Background: an optimization exercise with open tools, aiming at small area, a short achievable clock period and few clock cycles per item. Do not read the settings as production practice.
No functional check of the RTL was part of this run.
No activity file was given, so power comes from the tool's default toggle rates.

<file path="flow/design.v">
`default_nettype none
package lcce_pkg;
  localparam int unsigned CHAIN_LENGTH = 12;
  localparam int unsigned PIX_W        = 24;
  localparam int unsigned STEP_W       = 16;
  localparam int unsigned ADDR_W       = 5;
  localparam int unsigned DATA_W       = 32;
  localparam logic [7:0] RST_BLINK_PERIOD  = 8'd1;
  localparam logic [3:0] RST_ACTIVE_PIXELS = 4'd12;
  localparam logic [2:0] RST_DIM_SHIFT     = 3'd6;
  localparam logic [7:0] RST_ZERO_CODE     = 8'd31;
  localparam logic [7:0] RST_ONE_CODE      = 8'd61;
endpackage
`default_nettype wire
`default_nettype none
module lcce_regs (
  input  logic                          clk_i,
  input  logic                          rst_ni,
  input  logic                          psel,
  input  logic                          penable,
  input  logic                          pwrite,
  input  logic [lcce_pkg::ADDR_W-1:0]   paddr,
  input  logic [lcce_pkg::DATA_W-1:0]   pwdata,
  output logic [lcce_pkg::DATA_W-1:0]   prdata,
  output logic                          wr_o,
  output logic [7:0]                    period_o,
  output logic [3:0]                    active_pixels_o,
  output logic [2:0]                    dim_shift_o,
  output logic [7:0]                    zero_code_o,
  output logic [7:0]                    one_code_o
);
  logic [7:0] bp_q, zc_q, oc_q;
  logic [3:0] ap_q;
  logic [2:0] ds_q;
  logic [7:0] rd_d, rd_q;
  logic       wr_en;
  logic       bz_q;
  logic [4:0] wsel_q;
  assign wr_en = psel && penable && pwrite;
  always_ff @(posedge clk_i) begin
    for (int i = 0; i < 5; i++) wsel_q[i] <= (int'(paddr[4:2]) == i);
  end
  always_ff @(posedge clk_i or negedge rst_ni) begin
    if (!rst_ni) begin
      bp_q <= lcce_pkg::RST_BLINK_PERIOD;
      bz_q <= 1'b0;
      ap_q <= lcce_pkg::RST_ACTIVE_PIXELS;
      ds_q <= lcce_pkg::RST_DIM_SHIFT;
      zc_q <= lcce_pkg::RST_ZERO_CODE;
      oc_q <= lcce_pkg::RST_ONE_CODE;
    end else if (wr_en) begin
      if (wsel_q[0]) begin
        bp_q <= pwdata[7:0];
        bz_q <= (pwdata[7:0] == 8'd0);
      end
      if (wsel_q[1]) ap_q <= pwdata[3:0];
      if (wsel_q[2]) ds_q <= pwdata[2:0];
      if (wsel_q[3]) zc_q <= pwdata[7:0];
      if (wsel_q[4]) oc_q <= pwdata[7:0];
    end
  end
  always_comb begin
    case (paddr[4:2])
      3'd0:    rd_d = bp_q;
      3'd1:    rd_d = {4'd0, ap_q};
      3'd2:    rd_d = {5'd0, ds_q};
      3'd3:    rd_d = zc_q;
      3'd4:    rd_d = oc_q;
      default: rd_d = 8'd0;
    endcase
  end
  always_ff @(posedge clk_i) begin
    rd_q <= rd_d;
  end
  assign wr_o            = wr_en;
  assign prdata          = {24'd0, rd_q};
  assign period_o        = {bp_q[7:1], bp_q[0] | bz_q};
  assign active_pixels_o = ap_q;
  assign dim_shift_o     = ds_q;
  assign zero_code_o     = zc_q;
  assign one_code_o      = oc_q;
endmodule
`default_nettype wire
`default_nettype none
module lcce_front (
  input  logic                          clk_i,
  input  logic                          rst_ni,
  input  logic [7:0]                    period_i,
  input  logic                          cfg_wr_i,
  input  logic                          in_valid_i,
  input  logic                          take_i,
  input  logic [lcce_pkg::STEP_W-1:0]   step_index_i,
  output logic                          ready_next_o,
  output logic                          lit_o
);
  logic [7:0]  pe_q;
  logic [9:0]  p3_q;
  logic        cfg_ok_q;
  logic [7:0]  rem_q, rem_d, rem_top;
  logic [3:0]  cnt_q;
  logic        first_q, late_q, lit_hold_q;
  logic [1:0]  bits_q, bits_d, top;
  logic [9:0]  t;
  logic [10:0] s1, s2, s3;
  logic        sel0, sel1, sel2, sel3;
  logic        clear;
  always_comb begin
    case (cnt_q[2:0])
      3'd0: bits_d = step_index_i[13:12];
      3'd1: bits_d = step_index_i[11:10];
      3'd2: bits_d = step_index_i[9:8];
      3'd3: bits_d = step_index_i[7:6];
      3'd4: bits_d = step_index_i[5:4];
      3'd5: bits_d = step_index_i[3:2];
      default: bits_d = step_index_i[1:0];
    endcase
  end
  assign top = step_index_i[15:14];
  always_comb begin
    rem_top = {6'd0, top};
    if (pe_q[7:2] == 6'd0) begin
      case (pe_q[1:0])
        2'd1:    rem_top = 8'd0;
        2'd2:    rem_top = {7'd0, top[0]};
        2'd3:    rem_top = (top == 2'd3) ? 8'd0 : {6'd0, top};
        default: rem_top = {6'd0, top};
      endcase
    end
  end
  assign t  = {rem_q, bits_q};
  assign s1 = {1'b0, t} - {3'b000, pe_q};
  assign s2 = {1'b0, t} - {2'b00, pe_q, 1'b0};
  assign s3 = {1'b0, t} - {1'b0, p3_q};
  assign sel3 = !first_q && !s3[10];
  assign sel2 = !first_q && s3[10] && !s2[10];
  assign sel1 = !first_q && s2[10] && !s1[10];
  assign sel0 = !first_q && s1[10];
  assign rem_d = ({8{sel3}}    & s3[7:0])
               | ({8{sel2}}    & s2[7:0])
               | ({8{sel1}}    & s1[7:0])
               | ({8{sel0}}    & t[7:0])
               | ({8{first_q}} & rem_top);
  assign clear = !in_valid_i || !cfg_ok_q;
  always_ff @(posedge clk_i or negedge rst_ni) begin
    if (!rst_ni) begin
      cnt_q    <= '0;
      first_q  <= 1'b1;
      cfg_ok_q <= 1'b0;
    end else begin
      cfg_ok_q <= !cfg_wr_i;
      if (clear || take_i) begin
        cnt_q   <= '0;
        first_q <= 1'b1;
      end else if (cnt_q != 4'd9) begin
        cnt_q   <= cnt_q + 4'd1;
        first_q <= 1'b0;
      end
    end
  end
  always_ff @(posedge clk_i) begin
    rem_q  <= rem_d;
    bits_q <= bits_d;
    late_q <= cnt_q[3];
    if (cnt_q == 4'd8) lit_hold_q <= (rem_q == 8'd0);
  end
  always_ff @(posedge clk_i) begin
    pe_q <= period_i;
    p3_q <= {2'b00, period_i} + {1'b0, period_i, 1'b0};
  end
  assign ready_next_o = in_valid_i && !take_i && cfg_ok_q && (cnt_q[3] || cnt_q[2:1] == 2'b11);
  assign lit_o        = late_q ? lit_hold_q : (rem_q == 8'd0);
endmodule
`default_nettype wire
`default_nettype none
module lcce_queue (
  input  logic                clk_i,
  input  logic                rst_ni,
  input  logic                shift_i,
  input  logic                lit_i,
  input  logic                fix_i,
  input  logic [23:0]         pixel_i,
  input  logic [11:0]         pix_sel_i,
  input  logic [2:0]          byte_sel_i,
  output logic [11:0]         flags_o,
  output logic [7:0]          byte_o
);
  localparam int N = lcce_pkg::CHAIN_LENGTH;
  logic [N*24-1:0] chain_q;
  logic [N-1:0]    flag_q;
  always_ff @(posedge clk_i or negedge rst_ni) begin
    if (!rst_ni) begin
      flag_q <= '0;
    end else if (shift_i) begin
      flag_q <= {flag_q[N-2:0], 1'b0};
    end else if (fix_i) begin
      flag_q[0] <= lit_i;
    end
  end
  always_ff @(posedge clk_i) begin
    if (shift_i) chain_q <= {chain_q[(N-1)*24-1:0], pixel_i};
  end
  always_comb begin
    byte_o = '0;
    for (int i = 0; i < N; i++) begin
      byte_o = byte_o | ({8{pix_sel_i[i] & byte_sel_i[0]}} & chain_q[i*24+16 +: 8])
                      | ({8{pix_sel_i[i] & byte_sel_i[1]}} & chain_q[i*24+8  +: 8])
                      | ({8{pix_sel_i[i] & byte_sel_i[2]}} & chain_q[i*24    +: 8]);
    end
  end
  assign flags_o = flag_q;
endmodule
`default_nettype wire
`default_nettype none
module lcce_back (
  input  logic        clk_i,
  input  logic        rst_ni,
  input  logic [3:0]  active_pixels_i,
  input  logic [7:0]  zero_code_i,
  input  logic        take_i,
  input  logic        fix_i,
  input  logic        lit_i,
  input  logic [11:0] flags_i,
  output logic        reads_done_next_o,
  output logic [11:0] pix_sel_o,
  output logic [2:0]  byte_sel_o,
  input  logic [7:0]  byte_i,
  output logic        out_valid_o,
  input  logic        out_stall_i,
  output logic [7:0]  bits_o,
  output logic [7:0]  zero_code_o,
  output logic        reset_slot_o
);
  logic [3:0]  n_q, pix_q, pix_d, pix_inc;
  logic [11:0] pm_q, pm_d, inc_oh;
  logic [2:0]  sel_q, sel_d;
  logic        busy_q, busy_d, pend_q, pend_d, ov_q, ov_d, rs_q, rs_d;
  logic [7:0]  e_q, e_d, en_q;
  logic        rsn_q;
  logic        lit_f_q, frame_lit;
  logic        out_free, at_rslot, start;
  always_ff @(posedge clk_i) begin
    n_q <= (active_pixels_i > 4'd12) ? 4'd12 : active_pixels_i;
  end
  always_ff @(posedge clk_i) begin
    if (fix_i) lit_f_q <= lit_i;
  end
  assign frame_lit = fix_i ? lit_i : lit_f_q;
  assign out_free = !ov_q || !out_stall_i;
  assign at_rslot = (pix_q == n_q);
  assign start    = take_i || pend_q;
  assign pix_inc  = pix_q + 4'd1;
  always_comb begin
    inc_oh = '0;
    for (int i = 1; i < 12; i++) begin
      if (int'(pix_inc) == i) inc_oh[i] = 1'b1;
    end
  end
  always_comb begin
    busy_d = busy_q;
    pend_d = pend_q;
    pix_d  = pix_q;
    pm_d   = pm_q;
    sel_d  = sel_q;
    ov_d   = ov_q;
    e_d    = ~en_q;
    rs_d   = ~rsn_q;
    if (!busy_q) begin
      if (out_free) ov_d = 1'b0;
      if (take_i) begin
        busy_d = 1'b1;
        pix_d  = '0;
        pm_d   = 12'd1;
        sel_d  = 3'd1;
      end
    end else if (out_free) begin
      ov_d = 1'b1;
      if (at_rslot) begin
        e_d    = '0;
        rs_d   = 1'b1;
        pend_d = 1'b0;
        if (start) begin
          pix_d = '0;
          pm_d  = 12'd1;
          sel_d = 3'd1;
        end else begin
          busy_d = 1'b0;
        end
      end else begin
        e_d   = byte_i & {8{frame_lit}};
        rs_d  = 1'b0;
        sel_d = {sel_q[1:0], sel_q[2]};
        if (sel_q[2]) begin
          pix_d = pix_inc;
          pm_d  = inc_oh & flags_i;
        end
      end
    end else if (take_i) begin
      pend_d = 1'b1;
    end
  end
  always_ff @(posedge clk_i or negedge rst_ni) begin
    if (!rst_ni) begin
      busy_q <= 1'b0;
      pend_q <= 1'b0;
      ov_q   <= 1'b0;
    end else begin
      busy_q <= busy_d;
      pend_q <= pend_d;
      ov_q   <= ov_d;
    end
  end
  always_ff @(posedge clk_i) begin
    pix_q <= pix_d;
    pm_q  <= pm_d;
    sel_q <= sel_d;
    e_q   <= e_d;
    en_q  <= ~e_d;
    rs_q  <= rs_d;
    rsn_q <= ~rs_d;
  end
  logic rd_free, rd_stall;
  assign rd_free  = !busy_q || (at_rslot ? (!pend_q || n_q == 4'd0)
                                         : (sel_q[2] && pix_inc == n_q && !pend_q));
  assign rd_stall = !busy_q || (at_rslot && !pend_q);
  assign reads_done_next_o = out_free ? rd_free : rd_stall;
  assign pix_sel_o    = pm_q;
  assign byte_sel_o   = sel_q;
  assign out_valid_o  = ov_q;
  assign bits_o       = e_q;
  assign zero_code_o  = zero_code_i & {8{~rs_q}};
  assign reset_slot_o = rs_q;
endmodule
`default_nettype wire
`default_nettype none
module led_chain_chase_encoder_unit (
  input  logic                          clk_i,
  input  logic                          rst_ni,
  input  logic                          psel,
  input  logic                          penable,
  input  logic                          pwrite,
  input  logic [lcce_pkg::ADDR_W-1:0]   paddr,
  input  logic [lcce_pkg::DATA_W-1:0]   pwdata,
  output logic [lcce_pkg::DATA_W-1:0]   prdata,
  output logic                          pready,
  input  logic                          in_valid_i,
  output logic                          in_stall_o,
  input  logic [lcce_pkg::STEP_W-1:0]   step_index_i,
  input  logic [7:0]                    red_i,
  input  logic [7:0]                    green_i,
  input  logic [7:0]                    blue_i,
  output logic                          out_valid_o,
  input  logic                          out_stall_i,
  output logic [7:0]                    bit7_code_o,
  output logic [7:0]                    bit6_code_o,
  output logic [7:0]                    bit5_code_o,
  output logic [7:0]                    bit4_code_o,
  output logic [7:0]                    bit3_code_o,
  output logic [7:0]                    bit2_code_o,
  output logic [7:0]                    bit1_code_o,
  output logic [7:0]                    bit0_code_o,
  output logic                          reset_slot_o,
  output logic                          last_of_frame_o
);
  logic [7:0]  period, zero_code, one_code, zero_eff;
  logic [11:0] flags;
  logic [3:0]  active_pixels;
  logic [2:0]  dim_shift;
  logic        acc_q, fix_q, take, ready_next, reads_done_next, lit;
  logic [11:0] pix_sel;
  logic [2:0]  byte_sel;
  logic        cfg_wr;
  logic [7:0]  rd_byte, bits;
  logic        rslot;
  logic [23:0] pixel;
  assign pready = 1'b1;
  lcce_regs u_regs (
    .clk_i           (clk_i),
    .rst_ni          (rst_ni),
    .psel            (psel),
    .penable         (penable),
    .pwrite          (pwrite),
    .paddr           (paddr),
    .pwdata          (pwdata),
    .prdata          (prdata),
    .wr_o            (cfg_wr),
    .period_o        (period),
    .active_pixels_o (active_pixels),
    .dim_shift_o     (dim_shift),
    .zero_code_o     (zero_code),
    .one_code_o      (one_code)
  );
  lcce_front u_front (
    .clk_i          (clk_i),
    .rst_ni         (rst_ni),
    .period_i       (period),
    .cfg_wr_i       (cfg_wr),
    .in_valid_i     (in_valid_i),
    .take_i         (take),
    .step_index_i   (step_index_i),
    .ready_next_o   (ready_next),
    .lit_o          (lit)
  );
  always_ff @(posedge clk_i or negedge rst_ni) begin
    if (!rst_ni) begin
      acc_q <= 1'b0;
      fix_q <= 1'b0;
    end else begin
      acc_q <= !acc_q && ready_next && reads_done_next;
      fix_q <= take;
    end
  end
  assign in_stall_o = !acc_q;
  assign take       = acc_q;
  assign pixel      = {green_i >> dim_shift, red_i >> dim_shift, blue_i >> dim_shift};
  lcce_queue u_chain (
    .clk_i   (clk_i),
    .rst_ni  (rst_ni),
    .shift_i (take),
    .lit_i   (lit),
    .fix_i   (fix_q),
    .pixel_i (pixel),
    .pix_sel_i  (pix_sel),
    .byte_sel_i (byte_sel),
    .flags_o    (flags),
    .byte_o  (rd_byte)
  );
  lcce_back u_back (
    .clk_i             (clk_i),
    .rst_ni            (rst_ni),
    .active_pixels_i   (active_pixels),
    .zero_code_i       (zero_code),
    .take_i            (take),
    .fix_i             (fix_q),
    .lit_i             (lit),
    .flags_i           (flags),
    .reads_done_next_o (reads_done_next),
    .pix_sel_o         (pix_sel),
    .byte_sel_o        (byte_sel),
    .byte_i            (rd_byte),
    .out_valid_o       (out_valid_o),
    .out_stall_i       (out_stall_i),
    .bits_o            (bits),
    .zero_code_o       (zero_eff),
    .reset_slot_o      (rslot)
  );
  assign bit7_code_o     = bits[7] ? one_code : zero_eff;
  assign bit6_code_o     = bits[6] ? one_code : zero_eff;
  assign bit5_code_o     = bits[5] ? one_code : zero_eff;
  assign bit4_code_o     = bits[4] ? one_code : zero_eff;
  assign bit3_code_o     = bits[3] ? one_code : zero_eff;
  assign bit2_code_o     = bits[2] ? one_code : zero_eff;
  assign bit1_code_o     = bits[1] ? one_code : zero_eff;
  assign bit0_code_o     = bits[0] ? one_code : zero_eff;
  assign reset_slot_o    = rslot;
  assign last_of_frame_o = rslot;
endmodule
`default_nettype wire
</file>
<file path="flow/run.sh">
#!/bin/bash
# synth_recipe.tcl (not shown) runs the flow's synth.tcl, then flattens the netlist and writes it again
# the make line also repeats each setting of config.mk as NAME=value (left out here)
make -C /OpenROAD-flow-scripts/flow DESIGN_CONFIG=/design/flow/config.mk WORK_HOME=/design/flow/orfs CLKGATE_MAP_FILE= SYNTH_SCRIPT=/design/flow/synth_recipe.tcl finish
</file>
<file path="flow/config.mk">
export PLATFORM = sky130hd
export DESIGN_NAME = led_chain_chase_encoder_unit
export DESIGN_NICKNAME = led_chain_chase_encoder_unit
export VERILOG_FILES = /design/flow/design.v
export SDC_FILE = /design/flow/constraint.sdc
export NUM_CORES = 4
export LEC_CHECK = 0
export CAP_MARGIN = 20
export CORE_MARGIN = 2
export CORE_UTILIZATION = 60
export CTS_CLUSTER_DIAMETER = 80
export CTS_CLUSTER_SIZE = 24
export SETUP_SLACK_MARGIN = 2.2
export SLEW_MARGIN = 20
</file>
<file path="flow/constraint.sdc">
create_clock -name core_clock -period 4.5 [get_ports {clk_i}]
set_input_delay 0.9000 -clock core_clock [delete_from_list [all_inputs] [get_ports {clk_i}]]
set_output_delay 0.9000 -clock core_clock [all_outputs]
set_load 0.01 [all_outputs]
</file>
==> results.txt <==
[cell usage in the layout, fill, tap and decap left out, types with 10 or more instances in the layout]
cell / Yosys / routed
o21ai_1: 1 / 30
o21ai_2: 1 / 34
dfrtp_1: 39 / 34
clkbuf_16: 0 / 23
buf_2: 0 / 49
a222oi_1: 19 / 19
ha_1: 44 / 41
nor3_1: 14 / 13
clkbuf_1: 62 / 13
and3_1: 14 / 14
nor2_1: 33 / 31
mux2_2: 48 / 39
o211ai_1: 10 / 10
a22oi_1: 72 / 72
dfxtp_1: 56 / 40
edfxtp_1: 316 / 316
inv_1: 49 / 44
a21oi_1: 34 / 28
mux2i_1: 32 / 32
o21ai_0: 110 / 47
a31oi_1: 13 / 13
conb_1: 2 / 25
dfxtp_4: 0 / 11
dfstp_2: 16 / 16
nand3_1: 22 / 21
clkdlybuf4s50_1: 0 / 58
nor2b_1: 14 / 13
a22o_1: 39 / 39
clkdlybuf4s15_2: 0 / 15
nand2_1: 129 / 108
a221oi_1: 24 / 23
xnor2_1: 21 / 21
buf_4: 26 / 66
nand2_2: 0 / 13
[state kept, by name, indices dropped and copies added, names as in the netlist, 8 cells and up, named ones only]
signal,count
u_back.e_q,8
u_back.pm_q,12
u_chain.chain_q,288
u_chain.flag_q,12
u_front.p3_q,9
u_front.pe_q,8
u_front.rem_q,8
u_regs.bp_q,8
u_regs.oc_q,8
u_regs.rd_q,8
u_regs.zc_q,8
[final cells by class]
class                      instances  area, sq um
clock buffer                      37          638
clock inverter                     3         32.5
fill                            2128         8830
inverter                          49          198
multi-input combinational        853         6430
sequential                       427        12100
tap                              396          495
timing repair buffer             208         1740
[per-stage QoR]
step / cell area, sq um / hold slack [ps] / total power [uW] / util / worst slack, ps
finish: 21600 / 132 / 11700 / 0.710 / 2040
floorplan: 18600 / 400 / 7470 / - / 695
global route: 21600 / 124 / 12300 / 0.710 / 1980
CTS: 21200 / 115 / 11400 / 0.697 / 2030
detailed placement: 20100 / 421 / 8920 / 0.661 / 1810
global placement: 20100 / 425 / 8850 / 0.661 / 1830
[cells by family (layout without fill, tap and decap cells)]
group	Yosys count	in the layout	synth area share
DFF	427	427	0.649
AOI/OAI and AO/OA	387	387	0.146
and+or+nand+nor	278	280	0.0708
buffers and inverters	145	297	0.0351
muxes	83	83	0.0502
adders and majority gates	48	48	0.0341
xor gates and xnor gates	30	30	0.0142
other	2	25	0.000406
[worst paths after layout]
kind / to / depth (start not counted)
worst min register to register: u_back.e_q[4] / 1
worst max-delay path: bit0_code_o[1] / 3
min in group core_clock: u_back.e_q[4] / 1
worst min-delay path: u_chain.flag_q[10] / 1
worst max register to register: u_front.rem_q[3] / 10
max in group asynchronous: acc_q / 2
[power groups by stage]
stage,Combinational [uW],Sequential (uW),Clock (uW)
global route,4830,5100,2380
floorplan,2630,4840,0
detailed placement,3620,5300,0
global placement,3570,5290,0
CTS,4110,5040,2260
finish,4440,5050,2220
[per-layer routing]
| layer | part of all wire | vias to the layer above | GRT usage |
|---|---|---|---|
| met5 | 0.00028 | - | 0 |
| li1 | - | 5641 | - |
| met1 | 0.44 | 6250 | 0.431 |
| met3 | 0.092 | 73 | 0.0529 |
| met4 | 0.026 | 2 | 0.0706 |
| met2 | 0.44 | 613 | 0.411 |
[cell usage after synthesis, types with 19 or more instances]
library cell / instances / area [sq um]
nor2_1: 33 / 124
ha_1: 44 / 551
a21oi_1: 34 / 170
a22oi_1: 72 / 541
edfxtp_1: 316 / 9490
dfxtp_1: 56 / 1120
o21ai_0: 110 / 551
xnor2_1: 21 / 184
mux2_2: 48 / 541
nand2_1: 129 / 484
mux2i_1: 32 / 320
a221oi_1: 24 / 210
buf_4: 26 / 195
a222oi_1: 19 / 190
a22o_1: 39 / 342
inv_1: 49 / 184
nand3_1: 22 / 110
dfrtp_1: 39 / 976
clkbuf_1: 62 / 233
[worst register-to-register path, delay by kind of cell (launching register included)]
kind	cells	cell delay, ps
AO/OA/AOI/OAI	6	1200
adder cells (fa/ha/maj)	2	530
buffers and inverters	2	100
flip-flops	1	330
[timing repair]
item | 4_1_cts | 5_1_grt
gates resized for setup | 414 | 87
setup endpoints to repair | 100 | 110
buffers inserted | 46 | 13
cloned | 0 | 2
pin swaps | 8 | 16
==> impl_metrics.toml <==
[run_status]
status = "timing/DRC/antenna clean"

[cts]
cts_tree = "done"
path_clk_slew_ps = 90
cts_buffers = 22
cts-htree-levels = 1
cts_buffer_depth = 3
cts_hold_buf = 0
clock_latency_ps = 550
clock-root-buffer = "clkbuf_16"
clock-sinks = 427

[global_routing]
grt.total_usage = 0.279
grt_pass1_vias = 12000
grt_max_degree = 209
grt-ovfl-total = 0
grt_pass1_wl_mm = 70.1
antenna_found_initial = 3

[sta]
clock.fmax_ghz = 0.406
skew_ps = 15.2
post-route-min-period_ps = 2460
hold_viol_final = 0
rsz0062_at_grt = "true"
slew_headroom = 0.173
setup_viol = 0
fin_crit_sh = 0.547
setup_tns_ps = 0
tightest_slew_ps = 1240
maxSlewViolCount = 0

[worst_setup_path]
r2r_start = "u_front.bits_q[0]"
arrival_ps = 1560
cp_max_fo = 8
cp_cell_sequence = "nand2b_4 -> o21ai_1 -> buf_2"
cpLargestDelayFamily = "flip-flops"
worst-setup-path-type = "reg -> out"
setup.worst_path.start = "u_regs.zc_q[1]"
cp_slowest_cell = "dfstp_2"
critPathLaunchType = "flip-flop"
end_kind = "primary output"
regToRegSetupSlack_ps = 2200
worstPathRequired_ps = 3600
slowest_delay_ps = 580
critPathBufInv = 1

[drt]
wire_per_inst_um = 23.3
drtAntennaViolNets = 0
route.detailed.drc = 0
vias = 12600
routed_wl_mm = 46.0
firstDrtPassIters = 6
vias_per_cell = 6.38
drt-initial-drc-count = 1648

[logic_synthesis]
syn_area_per_cell_sq_um = 13.2
ys_types = 69
synth_ff_type = "edfxtp_1"
synth_warnings = 5
async_reset_ff_frac = 0.129
ys_seq_area_frac = 0.649
synth_edf_count = 316
synth.cell_area_sq_um = 18500
syn_inst = 1400
ys_seq_elements = 427

[placed_design]
port_buffers = 133
placed_cells = 1872
gp_congestion = 0.845
dp_hpwl_mm = 29.0

[die]
die_w_um = 180
dieArea_sq_um = 32200
die_height_um = 180
rows = 64
core_area_sq_um = 30400
floorplan.initialDensity = 0.608
pin_count = 185

[power]
vdd_ir_drop_max_uv = 350
powerDensity_nw_per_um2 = 542
p_comb_frac = 0.379
power.internal_uw = 7520
share_seq_of_total_power = 0.432
clkPwrFrac = 0.189
switching_power_uw = 4190
p_sw_frac = 0.358
p_leak_uw = 0.00797

[layout]
fin_cells = 1973
diodes = 0
drive_above_1_share = 0.230
syn2layout_area_growth_pct = 16.8
layout.nets = 1693

[worst_hold_path]
hp-class = "in -> async"

[run]
cap_violations = 0

re-timing with driven ports:
No port has a modelled driver above. Below, the same layout with a new extraction and two added sets of constraints. Step 1 sets driving cells, clkbuf_16 on the clock port and buf_2 on the other inputs (assumed; they add their load-dependent delay and slew). Step 2 times the ports against the registers' clock, not the clock port: input delays grow and output delays shrink by t, the midpoint of the rising clock arrivals with the driver on. Slacks: no drivers / after step 1 / after step 2; pairs: no drivers / after step 1.
shift t [ns]: 0.592
slack for setup (ns): 2.039 / 1.985 / 1.910
latest minus earliest clock arrival (ns): 0.020 / 0.020
worst slew at a driven data input, ns: 0.06
After both steps setup and hold are still met in this run. For this run, drivers alone change the setup slack by -0.054 ns; drivers and shift together by -0.129 ns.
